Background: an optimization exercise with open tools, aiming at a short achievable clock period. Do not read the settings as production practice.
No activity file was given, so power comes from the tool's default toggle rates.

## aipTop
module aipTop (
  input  logic                           clk,
  input  logic                           rst,
  input  logic                           en_i,
  input  logic [aipPkg::ConfigWidth-1:0] configAIP_i,
  input  logic [aipPkg::DataWidth-1:0]   dataInAIP_i,
  input  logic                           readAIP_i,
  input  logic                           writeAIP_i,
  input  logic                           startAIP_i,
  input  aipPkg::coreReq_t               coreReq_i,
  output logic [aipPkg::DataWidth-1:0]   dataOutAIP_o,
  output logic                           intAIP_o,
  output aipPkg::coreResp_t              coreResp_o
);
  logic in0Write, in0Load, in1Write, in1Load, outRead, outLoad, confWrite, statusWrite;
  assign in0Write    = writeAIP_i && (configAIP_i == CfgMemIn0Data);
  assign in0Load     = writeAIP_i && (configAIP_i == CfgMemIn0Addr);
  assign in1Write    = writeAIP_i && (configAIP_i == CfgMemIn1Data);
  assign in1Load     = writeAIP_i && (configAIP_i == CfgMemIn1Addr);
  assign outRead     = readAIP_i  && (configAIP_i == CfgMemOutData);
  assign outLoad     = writeAIP_i && (configAIP_i == CfgMemOutAddr);
  assign confWrite   = writeAIP_i && (configAIP_i == CfgConfData);
  assign statusWrite = writeAIP_i && (configAIP_i == CfgStatus);
  ...
For scale: roughly 51000 µm² of cells after synthesis.
==> module aipTop, before the edit <==
module aipTop (
  input  logic                           clk,
  input  logic                           rst,
  input  logic                           en_i,
  input  logic [aipPkg::ConfigWidth-1:0] configAIP_i,
  input  logic [aipPkg::DataWidth-1:0]   dataInAIP_i,
  input  logic                           readAIP_i,
  input  logic                           writeAIP_i,
  input  logic                           startAIP_i,
  input  aipPkg::coreReq_t               coreReq_i,
  output logic [aipPkg::DataWidth-1:0]   dataOutAIP_o,
  output logic                           intAIP_o,
  output aipPkg::coreResp_t              coreResp_o
);
  logic in0Write, in0Load, in1Write, in1Load, outRead, outLoad, confWrite, statusWrite;
  assign in0Write    = writeAIP_i && (configAIP_i == CfgMemIn0Data);
  assign in0Load     = writeAIP_i && (configAIP_i == CfgMemIn0Addr);
  assign in1Write    = writeAIP_i && (configAIP_i == CfgMemIn1Data);
  assign in1Load     = writeAIP_i && (configAIP_i == CfgMemIn1Addr);
  assign outRead     = readAIP_i  && (configAIP_i == CfgMemOutData);
  assign outLoad     = writeAIP_i && (configAIP_i == CfgMemOutAddr);
  assign confWrite   = writeAIP_i && (configAIP_i == CfgConfData);
  assign statusWrite = writeAIP_i && (configAIP_i == CfgStatus);
  logic [2:0]  wrPtr0, wrPtr1;
  logic [15:0] rdPtrOH;     
  logic [15:0] rdPtrLdOH;   
  logic [15:0] rdPtrIncOH;
  assign rdPtrIncOH = {rdPtrOH[14:0], rdPtrOH[15]};
  always_comb begin
    for (int w = 0; w < 16; w++) rdPtrLdOH[w] = (dataInAIP_i[3:0] == 4'(w));
  end
  always_ff @(posedge clk or negedge rst) begin
    if (!rst) begin
      wrPtr0   <= '0;
      wrPtr1   <= '0;
      rdPtrOH  <= 16'h0001;
    end else if (en_i) begin
      if (in0Load)       wrPtr0 <= dataInAIP_i[2:0];
      else if (in0Write) wrPtr0 <= wrPtr0 + 3'd1;
      if (in1Load)       wrPtr1 <= dataInAIP_i[2:0];
      else if (in1Write) wrPtr1 <= wrPtr1 + 3'd1;
      if (outLoad)       rdPtrOH <= rdPtrLdOH;
      else if (outRead)  rdPtrOH <= rdPtrIncOH;
    end
  end
  logic [7:0][DataWidth-1:0]  memIn0;
  logic [7:0][DataWidth-1:0]  memIn1;
  logic [15:0][DataWidth-1:0] memOut;
  for (genvar w = 0; w < 8; w++) begin : g_memIn
    always_ff @(posedge clk) begin
      if (in0Write && wrPtr0 == 3'(w)) memIn0[w] <= dataInAIP_i;
      if (in1Write && wrPtr1 == 3'(w)) memIn1[w] <= dataInAIP_i;
    end
  end
  logic [15:0] wrOutOH;   
  always_comb begin
    for (int w = 0; w < 16; w++)
      wrOutOH[w] = coreReq_i.wrEnMemOut && (coreReq_i.wrAddrMemOut[3:0] == 4'(w));
  end
  for (genvar w = 0; w < 16; w++) begin : g_memOut
    always_ff @(posedge clk) begin
      if (wrOutOH[w]) memOut[w] <= coreReq_i.wrDataMemOut;
    end
  end
  logic [15:0][7:0] rdSel0, rdSel1;
  for (genvar l = 0; l < 16; l++) begin : g_rdLane
    aipDec8 rdDec0 (.addr_i(coreReq_i.rdAddrMemIn0[2:0]), .sel_o(rdSel0[l]));
    aipDec8 rdDec1 (.addr_i(coreReq_i.rdAddrMemIn1[2:0]), .sel_o(rdSel1[l]));
  end
  always_comb begin
    coreResp_o.rdDataMemIn0 = '0;
    coreResp_o.rdDataMemIn1 = '0;
    for (int b = 0; b < DataWidth; b++) begin
      for (int w = 0; w < 8; w++) begin
        coreResp_o.rdDataMemIn0[b] |= rdSel0[b/2][w] & memIn0[w][b];
        coreResp_o.rdDataMemIn1[b] |= rdSel1[b/2][w] & memIn1[w][b];
      end
    end
  end
  logic                 hitHold, hitInc, hitLd, hitZero;
  logic [DataWidth-1:0] rdHold, rdInc, rdLd;
  logic [DataWidth-1:0] candHold, candInc, candLd, candZero, memOutRd;
  assign hitHold = |(wrOutOH & rdPtrOH);
  assign hitInc  = |(wrOutOH & rdPtrIncOH);
  assign hitLd   = |(wrOutOH & rdPtrLdOH);
  assign hitZero = wrOutOH[0];
  always_comb begin
    rdHold = '0;
    rdInc  = '0;
    rdLd   = '0;
    for (int w = 0; w < 16; w++) begin
      rdHold |= {DataWidth{rdPtrOH[w]}}    & memOut[w];
      rdInc  |= {DataWidth{rdPtrIncOH[w]}} & memOut[w];
      rdLd   |= {DataWidth{rdPtrLdOH[w]}}  & memOut[w];
    end
  end
  assign candHold = hitHold ? coreReq_i.wrDataMemOut : rdHold;
  assign candInc  = hitInc  ? coreReq_i.wrDataMemOut : rdInc;
  assign candLd   = hitLd   ? coreReq_i.wrDataMemOut : rdLd;
  assign candZero = hitZero ? coreReq_i.wrDataMemOut : memOut[0];
  always_ff @(posedge clk) begin
    if (!rst)                   memOutRd <= candZero;
    else if (en_i && outLoad)   memOutRd <= candLd;
    else if (en_i && outRead)   memOutRd <= candInc;
    else                        memOutRd <= candHold;
  end
  logic [DataWidth-1:0] confReg;
  always_ff @(posedge clk or negedge rst) begin
    if (!rst)           confReg <= '0;
    else if (confWrite) confReg <= dataInAIP_i;
  end
  assign coreResp_o.confReg = confReg;
  assign coreResp_o.start   = startAIP_i;
  logic [StatusWidth-1:0] pending, pendingNext, mask, maskNext;
  logic                   intReg;
  assign pendingNext = (pending & ~(statusWrite ? dataInAIP_i[15:8] : 8'h00))
                     | {6'b0, coreReq_i.done, 1'b0};
  assign maskNext    = statusWrite ? dataInAIP_i[23:16] : mask;
  always_ff @(posedge clk or negedge rst) begin
    if (!rst) begin
      pending <= '0;
      mask    <= '0;
      intReg  <= 1'b0;
    end else begin
      pending <= pendingNext;
      mask    <= maskNext;
      intReg  <= |(pendingNext & maskNext);
    end
  end
  assign intAIP_o = intReg;
  logic [DataWidth-1:0] statusWord;
  logic [31:0] rdMemOut, rdStatus, rdId;
  for (genvar l = 0; l < 32; l++) begin : g_hostLane
    aipRdDec rdDec (.code_i(configAIP_i), .memOut_o(rdMemOut[l]), .status_o(rdStatus[l]),
                    .id_o(rdId[l]));
  end
  assign statusWord = {8'h00, mask, pending, 7'h00, coreReq_i.busy};
  always_comb begin
    for (int b = 0; b < DataWidth; b++)
      dataOutAIP_o[b] = (rdMemOut[b] & memOutRd[b]) | (rdStatus[b] & statusWord[b])
                      | (rdId[b] & IpId[b]);
  end
endmodule
clock: 4.0 ns
lec_check: 0
cap_margin: 20
core_margin: 2
core_utilization: 40
setup_slack_margin: 1.5
slew_margin: 20
synth_hierarchical: 1
synth_minimum_keep_size: 0
run.sh (not shown) runs the stock make flow with config.mk's settings and CLKGATE_MAP_FILE= SYNTH_SCRIPT=/design/flow/synth_recipe.tcl, a recipe that flattens the netlist after the stock synthesis.
==> next run, changes <==
--- a/flow/design.v
+++ b/flow/design.v
@@ -136,6 +136,6 @@
     end
   end
-  logic [15:0][7:0] rdSel0, rdSel1;
-  for (genvar l = 0; l < 16; l++) begin : g_rdLane
+  logic [7:0][7:0] rdSel0, rdSel1;
+  for (genvar l = 0; l < 8; l++) begin : g_rdLane
     aipDec8 rdDec0 (.addr_i(coreReq_i.rdAddrMemIn0[2:0]), .sel_o(rdSel0[l]));
     aipDec8 rdDec1 (.addr_i(coreReq_i.rdAddrMemIn1[2:0]), .sel_o(rdSel1[l]));
@@ -146,6 +146,6 @@
     for (int b = 0; b < DataWidth; b++) begin
       for (int w = 0; w < 8; w++) begin
-        coreResp_o.rdDataMemIn0[b] |= rdSel0[b/2][w] & memIn0[w][b];
-        coreResp_o.rdDataMemIn1[b] |= rdSel1[b/2][w] & memIn1[w][b];
+        coreResp_o.rdDataMemIn0[b] |= rdSel0[b/4][w] & memIn0[w][b];
+        coreResp_o.rdDataMemIn1[b] |= rdSel1[b/4][w] & memIn1[w][b];
       end
     end
@@ -203,6 +203,6 @@
   assign intAIP_o = intReg;
   logic [DataWidth-1:0] statusWord;
-  logic [31:0] rdMemOut, rdStatus, rdId;
-  for (genvar l = 0; l < 32; l++) begin : g_hostLane
+  logic [7:0] rdMemOut, rdStatus, rdId;
+  for (genvar l = 0; l < 8; l++) begin : g_hostLane
     aipRdDec rdDec (.code_i(configAIP_i), .memOut_o(rdMemOut[l]), .status_o(rdStatus[l]),
                     .id_o(rdId[l]));
@@ -211,6 +211,6 @@
   always_comb begin
     for (int b = 0; b < DataWidth; b++)
-      dataOutAIP_o[b] = (rdMemOut[b] & memOutRd[b]) | (rdStatus[b] & statusWord[b])
-                      | (rdId[b] & IpId[b]);
+      dataOutAIP_o[b] = (rdMemOut[b/4] & memOutRd[b]) | (rdStatus[b/4] & statusWord[b])
+                      | (rdId[b/4] & IpId[b]);
   end
 endmodule
After rerunning: The new run completed with no timing, DRC or antenna violations. Sequential power hardly moves. Worst hold slack loses 12 ps. Clock-buffer cell count fell by 5. Via count decreases by a few percent. Routed wire length is lower by a few percent. Synthesized cell count went down by a few percent. Clock skew came out lower by 27 ps. Global-route usage is higher by 0.21 points. Register-to-register slack gains 50 ps. Maximum frequency falls by a few percent. Synthesized area went down by a few percent. Final area fell by a few percent. Clock power rose by a few percent.
Function was not checked in any run of this note: the RTL went through the layout flow alone.

-- static timing again, ports no longer ideal --
In the flow no input, the clock included, has a driving cell. The finished layouts below were timed again as built, in two steps.
Step 1 sets driving cells, clkbuf_16 on the clock port and buf_2 on the other inputs (assumed; they add their load-dependent delay and slew).
Step 2 times the ports against the registers' clock, not the clock port: input delays grow and output delays shrink by t, the midpoint of the rising clock arrivals with the driver on.
Three values: ideal ports, drivers, drivers and shift; two values: the first two.
| run | t, ns | setup WS [ns] | hold slack, ns | worst setup path at the end |
|---|---|---|---|---|
| the first run | 0.789 | 1.240 / 0.810 / 0.633 | 0.464 / 0.423 / 0.504 | input to register |
| the second run | 0.802 | 1.117 / 0.949 / 0.689 | 0.452 / 0.410 / 0.489 | input to register |
After both steps every run listed still meets setup and hold. The setup slack of the first run, which loses most, moves by -0.430 ns with the drivers and by -0.607 ns with both steps.
